Source: an optimization exercise on an open RTL-to-GDS flow (aim: a short achievable clock period and few clock cycles). Production flows keep margins and buffers that such runs may drop.
The RTL was checked by simulation tests, not by an equivalence proof against the original design.
No activity file was given, so power comes from the tool's default toggle rates.

`flow/config.mk`:
```
export PLATFORM = sky130hd
export DESIGN_NAME = legv8_core
export DESIGN_NICKNAME = legv8_core
export VERILOG_FILES = /design/flow/design.v
export SDC_FILE = /design/flow/constraint.sdc
export NUM_CORES = 4
export LEC_CHECK = 0
export CAP_MARGIN = 20
export CORE_MARGIN = 2
export CORE_UTILIZATION = 30
export PLACE_DENSITY = 0.5
export SLEW_MARGIN = 20
```
`flow/constraint.sdc`:
```
create_clock -name core_clock -period 6.5 [get_ports {CLOCK}]
set_input_delay 1.3000 -clock core_clock [delete_from_list [all_inputs] [get_ports {CLOCK}]]
set_output_delay 1.3000 -clock core_clock [all_outputs]
set_load 0.01 [all_outputs]
```
`flow/design.v`:
```
package legv8_pkg;
  typedef logic [32-1:0] xlen_t;
  typedef logic [32-1:0] instr_t;
  typedef logic [$clog2(32)-1:0] reg_idx_t;
  typedef logic [10:0] opcode_t;                  
  typedef logic [3:0] alu_ctl_t;
  typedef logic [1:0] fwd_sel_t;
  localparam alu_ctl_t ALU_AND = 4'b0000;
  localparam alu_ctl_t ALU_OR  = 4'b0001;
  localparam alu_ctl_t ALU_ADD = 4'b0010;
  localparam alu_ctl_t ALU_SUB = 4'b0110;
  localparam alu_ctl_t ALU_XOR = 4'b1101;
  localparam fwd_sel_t FWD_REG   = 2'b00;
  localparam fwd_sel_t FWD_MEMWB = 2'b01;
  localparam fwd_sel_t FWD_EXMEM = 2'b10;
  localparam opcode_t OPC_ADD  = 11'b10001011000;
  localparam opcode_t OPC_SUB  = 11'b11001011000;
  localparam opcode_t OPC_AND  = 11'b10001010000;
  localparam opcode_t OPC_ORR  = 11'b10101010000;
  localparam opcode_t OPC_EOR  = 11'b11001010000;
  localparam opcode_t OPC_LDUR = 11'b11111000010;
  localparam opcode_t OPC_STUR = 11'b11111000000;
  localparam logic [9:0] OPC_ADDI = 10'b1001000100;
  localparam logic [9:0] OPC_SUBI = 10'b1101000100;
  localparam logic [9:0] OPC_ANDI = 10'b1001001000;
  localparam logic [9:0] OPC_ORRI = 10'b1011001000;
  localparam logic [9:0] OPC_EORI = 10'b1101001000;
endpackage
module legv8_fetch (
  input  logic               CLOCK,
  input  logic               arst_n,
  input  logic               stall,
  input  legv8_pkg::instr_t  instr,
  output legv8_pkg::xlen_t   pc,
  output legv8_pkg::xlen_t   if_pc,
  output legv8_pkg::instr_t  if_instr
);
  localparam legv8_pkg::xlen_t PC_STEP  = 4;
  localparam legv8_pkg::xlen_t RESET_PC = 0;
  always_ff @(posedge CLOCK or negedge arst_n) begin
    if (!arst_n) begin
      pc <= RESET_PC;
    end else if (!stall) begin
      pc <= pc + PC_STEP;
    end
  end
  always_ff @(posedge CLOCK or negedge arst_n) begin
    if (!arst_n) begin
      if_pc    <= RESET_PC;
      if_instr <= '0;                     
    end else if (!stall) begin
      if_pc    <= pc;
      if_instr <= instr;
    end
  end
endmodule
module legv8_decode (
  input  logic                  CLOCK,
  input  logic                  arst_n,
  input  legv8_pkg::instr_t     if_instr,
  input  legv8_pkg::xlen_t      rd_data_a,
  input  legv8_pkg::xlen_t      rd_data_b,
  output legv8_pkg::reg_idx_t   rd_idx_a,
  output legv8_pkg::reg_idx_t   rd_idx_b,
  output logic                  stall,
  output legv8_pkg::alu_ctl_t   ex_alu_ctl,
  output logic                  ex_use_imm,
  output logic                  ex_mem_read,
  output logic                  ex_mem_write,
  output logic                  ex_reg_write,
  output legv8_pkg::xlen_t      ex_opnd_a,
  output legv8_pkg::xlen_t      ex_opnd_b,
  output legv8_pkg::xlen_t      ex_imm,
  output legv8_pkg::reg_idx_t   ex_src_a,
  output legv8_pkg::reg_idx_t   ex_src_b,
  output legv8_pkg::reg_idx_t   ex_dst
);
  localparam legv8_pkg::reg_idx_t XZR = 31;
  legv8_pkg::opcode_t  opc;
  legv8_pkg::alu_ctl_t dec_alu_ctl;
  logic                dec_use_imm;
  logic                dec_mem_read;
  logic                dec_mem_write;
  logic                dec_reg_write;
  legv8_pkg::xlen_t    dec_imm;
  legv8_pkg::xlen_t    i_imm;
  legv8_pkg::xlen_t    d_imm;
  logic                uses_a;
  logic                uses_b;
  assign opc   = if_instr[31:21];
  assign i_imm = {{(32-12){1'b0}}, if_instr[21:10]};         
  assign d_imm = {{(32-9){if_instr[20]}}, if_instr[20:12]};   
  always_comb begin
    dec_alu_ctl   = legv8_pkg::ALU_ADD;
    dec_use_imm   = 1'b0;
    dec_mem_read  = 1'b0;
    dec_mem_write = 1'b0;
    dec_reg_write = 1'b0;
    dec_imm       = i_imm;
    case (opc)
      legv8_pkg::OPC_ADD: dec_reg_write = 1'b1;
      legv8_pkg::OPC_SUB: begin
        dec_reg_write = 1'b1;
        dec_alu_ctl   = legv8_pkg::ALU_SUB;
      end
      legv8_pkg::OPC_AND: begin
        dec_reg_write = 1'b1;
        dec_alu_ctl   = legv8_pkg::ALU_AND;
      end
      legv8_pkg::OPC_ORR: begin
        dec_reg_write = 1'b1;
        dec_alu_ctl   = legv8_pkg::ALU_OR;
      end
      legv8_pkg::OPC_EOR: begin
        dec_reg_write = 1'b1;
        dec_alu_ctl   = legv8_pkg::ALU_XOR;
      end
      legv8_pkg::OPC_LDUR: begin
        dec_reg_write = 1'b1;
        dec_mem_read  = 1'b1;
        dec_use_imm   = 1'b1;
        dec_imm       = d_imm;
      end
      legv8_pkg::OPC_STUR: begin
        dec_mem_write = 1'b1;
        dec_use_imm   = 1'b1;
        dec_imm       = d_imm;
      end
      default: begin
        dec_reg_write = 1'b1;             
        dec_use_imm   = 1'b1;
        case (opc[10:1])
          legv8_pkg::OPC_ADDI: dec_alu_ctl = legv8_pkg::ALU_ADD;
          legv8_pkg::OPC_SUBI: dec_alu_ctl = legv8_pkg::ALU_SUB;
          legv8_pkg::OPC_ANDI: dec_alu_ctl = legv8_pkg::ALU_AND;
          legv8_pkg::OPC_ORRI: dec_alu_ctl = legv8_pkg::ALU_OR;
          legv8_pkg::OPC_EORI: dec_alu_ctl = legv8_pkg::ALU_XOR;
          default: begin
            dec_reg_write = 1'b0;         
            dec_use_imm   = 1'b0;
          end
        endcase
      end
    endcase
  end
  assign rd_idx_a = if_instr[9:5];
  assign rd_idx_b = (opc == legv8_pkg::OPC_STUR) ? if_instr[4:0] : if_instr[20:16];
  assign uses_a = dec_reg_write | dec_mem_write;
  assign uses_b = uses_a & (~dec_use_imm | dec_mem_write);
  assign stall = ex_mem_read && (ex_dst != XZR) &&
                 ((uses_a && ex_dst == rd_idx_a) || (uses_b && ex_dst == rd_idx_b));
  always_ff @(posedge CLOCK or negedge arst_n) begin
    if (!arst_n) begin
      ex_mem_read  <= 1'b0;
      ex_mem_write <= 1'b0;
      ex_reg_write <= 1'b0;
    end else begin
      ex_mem_read  <= dec_mem_read & ~stall;
      ex_mem_write <= dec_mem_write & ~stall;
      ex_reg_write <= dec_reg_write & ~stall;
    end
  end
  always_ff @(posedge CLOCK) begin
    ex_alu_ctl <= dec_alu_ctl;
    ex_use_imm <= dec_use_imm;
    ex_opnd_a  <= rd_data_a;
    ex_opnd_b  <= rd_data_b;
    ex_imm     <= dec_imm;
    ex_src_a   <= rd_idx_a;
    ex_src_b   <= rd_idx_b;
    ex_dst     <= if_instr[4:0];
  end
endmodule
module legv8_regfile (
  input  logic                 CLOCK,
  input  logic                 arst_n,
  input  logic                 wb_en,
  input  legv8_pkg::reg_idx_t  rd_idx_a,
  input  legv8_pkg::reg_idx_t  rd_idx_b,
  input  legv8_pkg::reg_idx_t  wb_idx,
  input  legv8_pkg::xlen_t     wb_data,
  output legv8_pkg::xlen_t     rd_data_a,
  output legv8_pkg::xlen_t     rd_data_b
);
  localparam legv8_pkg::reg_idx_t XZR = 31;
  legv8_pkg::xlen_t regs [32];
  function automatic legv8_pkg::xlen_t read_port(input legv8_pkg::reg_idx_t idx);
    if (idx == XZR) read_port = '0;
    else if (wb_en && wb_idx == idx) read_port = wb_data;
    else read_port = regs[idx];
  endfunction
  always_ff @(posedge CLOCK or negedge arst_n) begin
    if (!arst_n) begin
      for (int i = 0; i < 32; i++) begin
        regs[i] <= legv8_pkg::xlen_t'(i);    
      end
    end else if (wb_en && wb_idx != XZR) begin
      regs[wb_idx] <= wb_data;
    end
  end
  always_comb rd_data_a = read_port(rd_idx_a);
  always_comb rd_data_b = read_port(rd_idx_b);
endmodule
module legv8_execute (
  input  logic                 CLOCK,
  input  logic                 arst_n,
  input  legv8_pkg::alu_ctl_t  ex_alu_ctl,
  input  logic                 ex_use_imm,
  input  logic                 ex_mem_read,
  input  logic                 ex_mem_write,
  input  logic                 ex_reg_write,
  input  legv8_pkg::xlen_t     ex_opnd_a,
  input  legv8_pkg::xlen_t     ex_opnd_b,
  input  legv8_pkg::xlen_t     ex_imm,
  input  legv8_pkg::reg_idx_t  ex_src_a,
  input  legv8_pkg::reg_idx_t  ex_src_b,
  input  legv8_pkg::reg_idx_t  ex_dst,
  input  logic                 wb_en,
  input  legv8_pkg::reg_idx_t  wb_idx,
  input  legv8_pkg::xlen_t     wb_data,
  output legv8_pkg::xlen_t     mem_addr,
  output legv8_pkg::xlen_t     mem_wdata,
  output logic                 mem_read,
  output logic                 mem_write,
  output logic                 m_reg_write,
  output legv8_pkg::reg_idx_t  m_dst
);
  localparam legv8_pkg::reg_idx_t XZR = 31;
  legv8_pkg::fwd_sel_t fwd_a;
  legv8_pkg::fwd_sel_t fwd_b;
  legv8_pkg::xlen_t    opnd_a;
  legv8_pkg::xlen_t    opnd_b;
  legv8_pkg::xlen_t    alu_b;
  legv8_pkg::xlen_t    alu_result;
  function automatic legv8_pkg::fwd_sel_t fwd_select(input legv8_pkg::reg_idx_t src);
    if (m_reg_write && m_dst != XZR && m_dst == src) fwd_select = legv8_pkg::FWD_EXMEM;
    else if (wb_en && wb_idx != XZR && wb_idx == src) fwd_select = legv8_pkg::FWD_MEMWB;
    else fwd_select = legv8_pkg::FWD_REG;
  endfunction
  function automatic legv8_pkg::xlen_t fwd_value(input legv8_pkg::fwd_sel_t sel,
                                                 input legv8_pkg::xlen_t reg_val);
    case (sel)
      legv8_pkg::FWD_EXMEM: fwd_value = mem_addr;    
      legv8_pkg::FWD_MEMWB: fwd_value = wb_data;
      default:              fwd_value = reg_val;
    endcase
  endfunction
  always_comb begin
    fwd_a  = fwd_select(ex_src_a);
    fwd_b  = fwd_select(ex_src_b);
    opnd_a = fwd_value(fwd_a, ex_opnd_a);
    opnd_b = fwd_value(fwd_b, ex_opnd_b);       
  end
  assign alu_b = ex_use_imm ? ex_imm : opnd_b;
  always_comb begin
    case (ex_alu_ctl)
      legv8_pkg::ALU_ADD: alu_result = opnd_a + alu_b;
      legv8_pkg::ALU_SUB: alu_result = opnd_a - alu_b;
      legv8_pkg::ALU_AND: alu_result = opnd_a & alu_b;
      legv8_pkg::ALU_OR:  alu_result = opnd_a | alu_b;
      legv8_pkg::ALU_XOR: alu_result = opnd_a ^ alu_b;
      default:            alu_result = '0;
    endcase
  end
  always_ff @(posedge CLOCK or negedge arst_n) begin
    if (!arst_n) begin
      mem_read    <= 1'b0;
      mem_write   <= 1'b0;
      m_reg_write <= 1'b0;
    end else begin
      mem_read    <= ex_mem_read;
      mem_write   <= ex_mem_write;
      m_reg_write <= ex_reg_write;
    end
  end
  always_ff @(posedge CLOCK) begin
    mem_addr  <= alu_result;
    mem_wdata <= opnd_b;
    m_dst     <= ex_dst;
  end
endmodule
module legv8_mem_wb (
  input  logic                 CLOCK,
  input  logic                 arst_n,
  input  logic                 mem_read,
  input  logic                 m_reg_write,
  input  legv8_pkg::xlen_t     mem_addr,
  input  legv8_pkg::xlen_t     mem_rdata,
  input  legv8_pkg::reg_idx_t  m_dst,
  output logic                 wb_en,
  output legv8_pkg::reg_idx_t  wb_idx,
  output legv8_pkg::xlen_t     wb_data
);
  logic             wb_load;              
  legv8_pkg::xlen_t wb_alu;
  legv8_pkg::xlen_t wb_mem;
  always_ff @(posedge CLOCK or negedge arst_n) begin
    if (!arst_n) begin
      wb_en   <= 1'b0;
      wb_load <= 1'b0;
    end else begin
      wb_en   <= m_reg_write;
      wb_load <= mem_read;
    end
  end
  always_ff @(posedge CLOCK) begin
    wb_alu <= mem_addr;
    wb_mem <= mem_rdata;
    wb_idx <= m_dst;
  end
  assign wb_data = wb_load ? wb_mem : wb_alu;
endmodule
module legv8_core (
  input  logic               CLOCK,
  input  logic               arst_n,
  input  legv8_pkg::instr_t  instr,
  input  legv8_pkg::xlen_t   mem_rdata,
  output legv8_pkg::xlen_t   pc,
  output legv8_pkg::xlen_t   mem_addr,
  output legv8_pkg::xlen_t   mem_wdata,
  output logic               mem_read,
  output logic               mem_write
);
  logic                stall;
  legv8_pkg::instr_t   if_instr;
  legv8_pkg::reg_idx_t rd_idx_a;
  legv8_pkg::reg_idx_t rd_idx_b;
  legv8_pkg::xlen_t    rd_data_a;
  legv8_pkg::xlen_t    rd_data_b;
  legv8_pkg::alu_ctl_t ex_alu_ctl;
  logic                ex_use_imm;
  logic                ex_mem_read;
  logic                ex_mem_write;
  logic                ex_reg_write;
  legv8_pkg::xlen_t    ex_opnd_a;
  legv8_pkg::xlen_t    ex_opnd_b;
  legv8_pkg::xlen_t    ex_imm;
  legv8_pkg::reg_idx_t ex_src_a;
  legv8_pkg::reg_idx_t ex_src_b;
  legv8_pkg::reg_idx_t ex_dst;
  logic                m_reg_write;
  legv8_pkg::reg_idx_t m_dst;
  logic                wb_en;
  legv8_pkg::reg_idx_t wb_idx;
  legv8_pkg::xlen_t    wb_data;
  legv8_fetch u_fetch (
    .CLOCK(CLOCK), .arst_n(arst_n), .stall(stall), .instr(instr),
    .pc(pc),
    .if_pc(),                             
    .if_instr(if_instr)
  );
  legv8_decode u_decode (
    .CLOCK(CLOCK), .arst_n(arst_n), .if_instr(if_instr),
    .rd_data_a(rd_data_a), .rd_data_b(rd_data_b),
    .rd_idx_a(rd_idx_a), .rd_idx_b(rd_idx_b), .stall(stall),
    .ex_alu_ctl(ex_alu_ctl), .ex_use_imm(ex_use_imm),
    .ex_mem_read(ex_mem_read), .ex_mem_write(ex_mem_write), .ex_reg_write(ex_reg_write),
    .ex_opnd_a(ex_opnd_a), .ex_opnd_b(ex_opnd_b), .ex_imm(ex_imm),
    .ex_src_a(ex_src_a), .ex_src_b(ex_src_b), .ex_dst(ex_dst)
  );
  legv8_regfile u_regfile (
    .CLOCK(CLOCK), .arst_n(arst_n), .wb_en(wb_en),
    .rd_idx_a(rd_idx_a), .rd_idx_b(rd_idx_b), .wb_idx(wb_idx), .wb_data(wb_data),
    .rd_data_a(rd_data_a), .rd_data_b(rd_data_b)
  );
  legv8_execute u_execute (
    .CLOCK(CLOCK), .arst_n(arst_n),
    .ex_alu_ctl(ex_alu_ctl), .ex_use_imm(ex_use_imm),
    .ex_mem_read(ex_mem_read), .ex_mem_write(ex_mem_write), .ex_reg_write(ex_reg_write),
    .ex_opnd_a(ex_opnd_a), .ex_opnd_b(ex_opnd_b), .ex_imm(ex_imm),
    .ex_src_a(ex_src_a), .ex_src_b(ex_src_b), .ex_dst(ex_dst),
    .wb_en(wb_en), .wb_idx(wb_idx), .wb_data(wb_data),
    .mem_addr(mem_addr), .mem_wdata(mem_wdata),
    .mem_read(mem_read), .mem_write(mem_write),
    .m_reg_write(m_reg_write), .m_dst(m_dst)
  );
  legv8_mem_wb u_mem_wb (
    .CLOCK(CLOCK), .arst_n(arst_n), .mem_read(mem_read), .m_reg_write(m_reg_write),
    .mem_addr(mem_addr), .mem_rdata(mem_rdata), .m_dst(m_dst),
    .wb_en(wb_en), .wb_idx(wb_idx), .wb_data(wb_data)
  );
endmodule
```
`flow/run.sh`:
```
#!/bin/bash
# synth_recipe.tcl (not shown) runs the flow's synth.tcl, then flattens the netlist and writes it again
# the make line also repeats each setting of config.mk as NAME=value (left out here)
make -C /OpenROAD-flow-scripts/flow DESIGN_CONFIG=/design/flow/config.mk WORK_HOME=/design/flow/orfs CLKGATE_MAP_FILE= SYNTH_SCRIPT=/design/flow/synth_recipe.tcl finish
```
==> impl_metrics.py <==
metrics = {
    "finish": {
        "final_core_util_pct": 36.0,
        "stdcell_count": 9386,
        "drive_gt1_share_pct": 12.4,
        "stdcell_area_um2": 72900,
        "syn_to_final_growth_pct": 19.4,
        "nNetsFinal": 6738,
    },
    "routing": {
        "ant_nets": 0,
        "wl_per_cell_um": 35.1,
        "dr.first_iter.drc_count": 11100,
        "viasPerCell": 6.31,
        "drc": 0,
        "drt_wl_total_um": 330000,
        "drtPass1Iterations": 12,
        "vias": 59200,
    },
    "global_routing": {
        "grt_max_degree": 156,
        "grt-ovfl-total": 0,
        "grt_pass1_vias": 55800,
        "grt_pass1_wl_um": 453000,
        "antenna_found_initial": 25,
        "track_usage_pct": 31.1,
    },
    "logic_synthesis": {
        "synthAdderAreaFrac_pct": 2.04,
        "synth-seq-area-share_pct": 51.4,
        "netlist_area_um2": 61100,
        "synth.distinct_cells": 89,
        "synth_compound_area_share_pct": 25.4,
        "synth_simple_gate_area_share_pct": 13.3,
        "ys_ff_latch": 1297,
        "avgSynthCellArea_um2": 9.29,
        "async_flop_share_pct": 81.9,
        "postSynthCellCount": 6575,
        "synthMuxAreaShare_pct": 1.75,
        "yosys.area_share.xor_xnor_pct": 1.86,
        "synth.top_cell.area_share_pct": 40.4,
        "synth_edf_count": 0,
        "synth_top_family_by_area": "compound AO/OA/AOI/OAI gates",
        "synth_top_area_cell": "dfrtp_1",
        "synthTopCellsByArea": "dfrtp_1, dfxtp_1, a22oi_1",
        "ys.flop_type": "dfrtp_1",
        "ys_warn_count": 6,
    },
    "timing": {
        "hold_violations": 0,
        "final.period_utilization_pct": 93.7,
        "period_needed_ns": 6.09,
        "fmax_ghz": 0.164,
        "setup_ws_ns": 0.409,
        "holdWs_ns": 0.336,
        "finalSetupViolCount": 0,
        "rsz0062_at_grt": "no",
        "setup_tns_ns": 0,
        "worst_pin_slew_ns": 1.32,
        "drv_slew": 0,
        "finClkSkew_ns": 0.0580,
        "slew_headroom_pct": 11.6,
    },
    "worst_setup_path": {
        "critPathRequiredTime_ns": 7.17,
        "worstSetupStartpointType": "flip-flop",
        "rr_startpoint": "u_execute.m_dst[2]$_DFF_P_",
        "crit_slowest_cell": "nor3_2",
        "endpoint_kind": "flip-flop",
        "path_cells": "xor2_1, nor3_2, and2_4, o31ai_1, mux2i_1, ha_1, nand2_1, nor4b_2, buf_4, inv_1, o21ai_0, xnor2_1, ha_1, a21o_1, a31oi_1, o21ai_0, nand2_1, o211a_1, a31oi_1, a221oi_2, o21bai_1, a31oi_1, xnor2_1, o221ai_1",
        "cp.arrival_ns": 6.76,
        "crit_path_start": "u_execute.m_dst[2]$_DFF_P_",
        "ff2ff_path_depth": 24,
        "critical_path.max_fanout": 11,
        "path_common_cell": "a31oi_1",
        "critPathMaxStageDelay_ns": 0.63,
        "r2r-end": "u_execute.mem_addr[31]$_DFF_P_",
        "crit_end": "u_execute.mem_addr[31]$_DFF_P_",
        "rrSetupSlack_ns": 0.41,
        "crit_type": "flip-flop to flip-flop",
    },
    "placement": {
        "place.gp.congestion": 0.932,
        "portBuffers": 161,
        "hpwl_um": 197000,
        "dp.cells": 9083,
        "place_area_um2": 67400,
        "post-place-ws_ns": 0.236,
    },
    "power": {
        "p_per_area_nw_per_um2": 279,
        "vdd_drop_max_mv": 0.302,
        "p_leak_nw": 30.5,
        "finalPower_mw": 20.4,
    },
    "cts": {
        "htreeDepth": 4,
        "clock_sinks": 1297,
        "root_buffer": "clkbuf_16",
        "cts_buffer_depth": 3,
        "cts_buffers": 150,
        "cts_tree": "yes",
        "cts.clk_slew.worst_paths_ns": 0.06,
        "clk-insertion-delay-late_ns": 0.85,
    },
    "job": {
        "cap_violations": 0,
    },
    "floorplanning": {
        "rows": 165,
        "core_area_um2": 202000,
        "ios": 164,
        "die_w_um": 455,
        "initial_utilization_pct": 30.2,
        "dieArea_um2": 207000,
        "die_h_um": 455,
    },
    "hold_path": {
        "worstHoldPathType": "flip-flop to flip-flop",
    },
    "run_status": {
        "outcome": "no timing/DRC/antenna violations",
    },
}
==> routing by layer <==
metal	routed length, µm	global-route usage, %
met4	25300	19.7
met3	40800	10.4
met2	137000	44.9
met5	172	0.184
met1	126000	39.7
==> registers in the layout (all words and copies together), names as in the netlist, 13 cells and up <==
register,count
u_mem_wb.wb_alu,32
u_decode.ex_opnd_b,32
u_fetch.if_instr,32
u_execute.mem_wdata,32
u_execute.mem_addr,32
u_fetch.pc,30
u_mem_wb.wb_mem,32
u_decode.ex_imm,13
u_decode.ex_opnd_a,32
u_regfile.regs,992
==> Yosys cell counts (all sizes together), types with 46 or more instances <==
master and instances:
nor2 828, xnor2 92, a222oi 61, a22o 140
mux2 53, dfxtp 235, ha 98, dfrtp 987
nand2 617, nand4 177, mux2i 46, nand3 71
o21ai 536, clkbuf 511, a221oi 146, buf 73
dfstp 75, inv 81, a22oi 588, a21oi 749
==> critical path: cells and delay by family, from the launching register on <==
kind / cells / cell delay (ns)
multiplexers: 1 / 0.36
AO/OA/AOI/OAI: 11 / 2.27
XOR/XNOR: 3 / 0.45
buffers and inverters: 2 / 0.24
flip-flops: 1 / 0.35
adder cells (fa/ha/maj): 2 / 0.73
AND/OR/NAND/NOR: 5 / 1.51
==> kinds of logic after synthesis <==
group                    count (synthesis)
adder cells (fa/ha/maj)                 99
XOR/XNOR                               130
multiplexers                            99
buffers and inverters                  667
flip-flops                            1297
other                                    1
AND/OR/NAND/NOR                       1878
AO/OA/AOI/OAI                         2404
==> what timing repair did <==
| action | in CTS | in global routing |
|---|---|---|
| buffers inserted | 0 | 2 |
| setup endpoints to repair | 0 | 6 |
| gates resized for setup | 0 | 4 |
| hold buffers | 0 | 0 |
==> final cells by class <==
class | instances | area, µm²
inverters | 83 | 312
clock buffers | 215 | 4420
flip-flops and latches | 1297 | 31400
clock inverters | 62 | 838
well taps | 2672 | 3340
repair buffers | 427 | 4210
fillers | 20400 | 129000
diodes | 16 | 40.0
multi-input cells | 4614 | 28400
==> worst min path at each step <==
| stage | start | to | slack, ns | cells after the start |
|---|---|---|---|---|
| floorplan | u_decode.ex_reg_write$_DFF_PN0_ | u_execute.m_reg_write$_DFF_PN0_ | 0.33 | 0 |
| global placement | u_decode.ex_reg_write$_DFF_PN0_ | u_execute.m_reg_write$_DFF_PN0_ | 0.34 | 0 |
| detailed placement | u_decode.ex_reg_write$_DFF_PN0_ | u_execute.m_reg_write$_DFF_PN0_ | 0.34 | 0 |
| CTS | u_decode.ex_mem_write$_DFF_PN0_ | u_execute.mem_write$_DFF_PN0_ | 0.34 | 0 |
| global route | u_decode.ex_mem_write$_DFF_PN0_ | u_execute.mem_write$_DFF_PN0_ | 0.33 | 0 |
| finish | u_decode.ex_mem_write$_DFF_PN0_ | u_execute.mem_write$_DFF_PN0_ | 0.34 | 0 |
==> layout by cell type, fill, tap and decap left out, drive strengths merged, types with 53 or more instances in the layout <==
master	n
a22o	140
xnor2	92
a222oi	61
clkdlybuf4s50	160
dfxtp	235
nand4	177
a22oi	588
a21oi	749
nand3	71
nand2	617
dfrtp	987
nor2	828
buf	267
o21ai	536
dfstp	75
ha	98
mux2	53
a221oi	146
clkbuf	215
inv	90
==> power by group <==
group / internal (mW) / switching, mW
Sequential: 8.33 / 0.394
Combinational: 0.713 / 1.81
Clock: 5.37 / 3.76
Total: 14.4 / 5.97
Testbench counts, summed over its fixed seeds: cycles 7,505.

==> re-timing with driven ports <==
In the flow no input, the clock included, has a driving cell. The finished layout below was timed again as built, in two steps. Step 1 assumes that a clkbuf_16 drives the clock port and a buf_2 every other input. Step 2 also shifts input and output timing later by t, the mid clock arrival at the registers, as if the neighbouring blocks saw the same clock. a / b / c = no drivers / after step 1 / after step 2; a / b = the first two.
t (ns): 0.918
setup slack, ns: 0.409 / 0.409 / 0.409
cell pins on the clock port's net: 1
After both steps setup and hold are still met in this run. For this run, drivers alone change the setup slack by 0.000 ns; drivers and shift together by 0.000 ns.
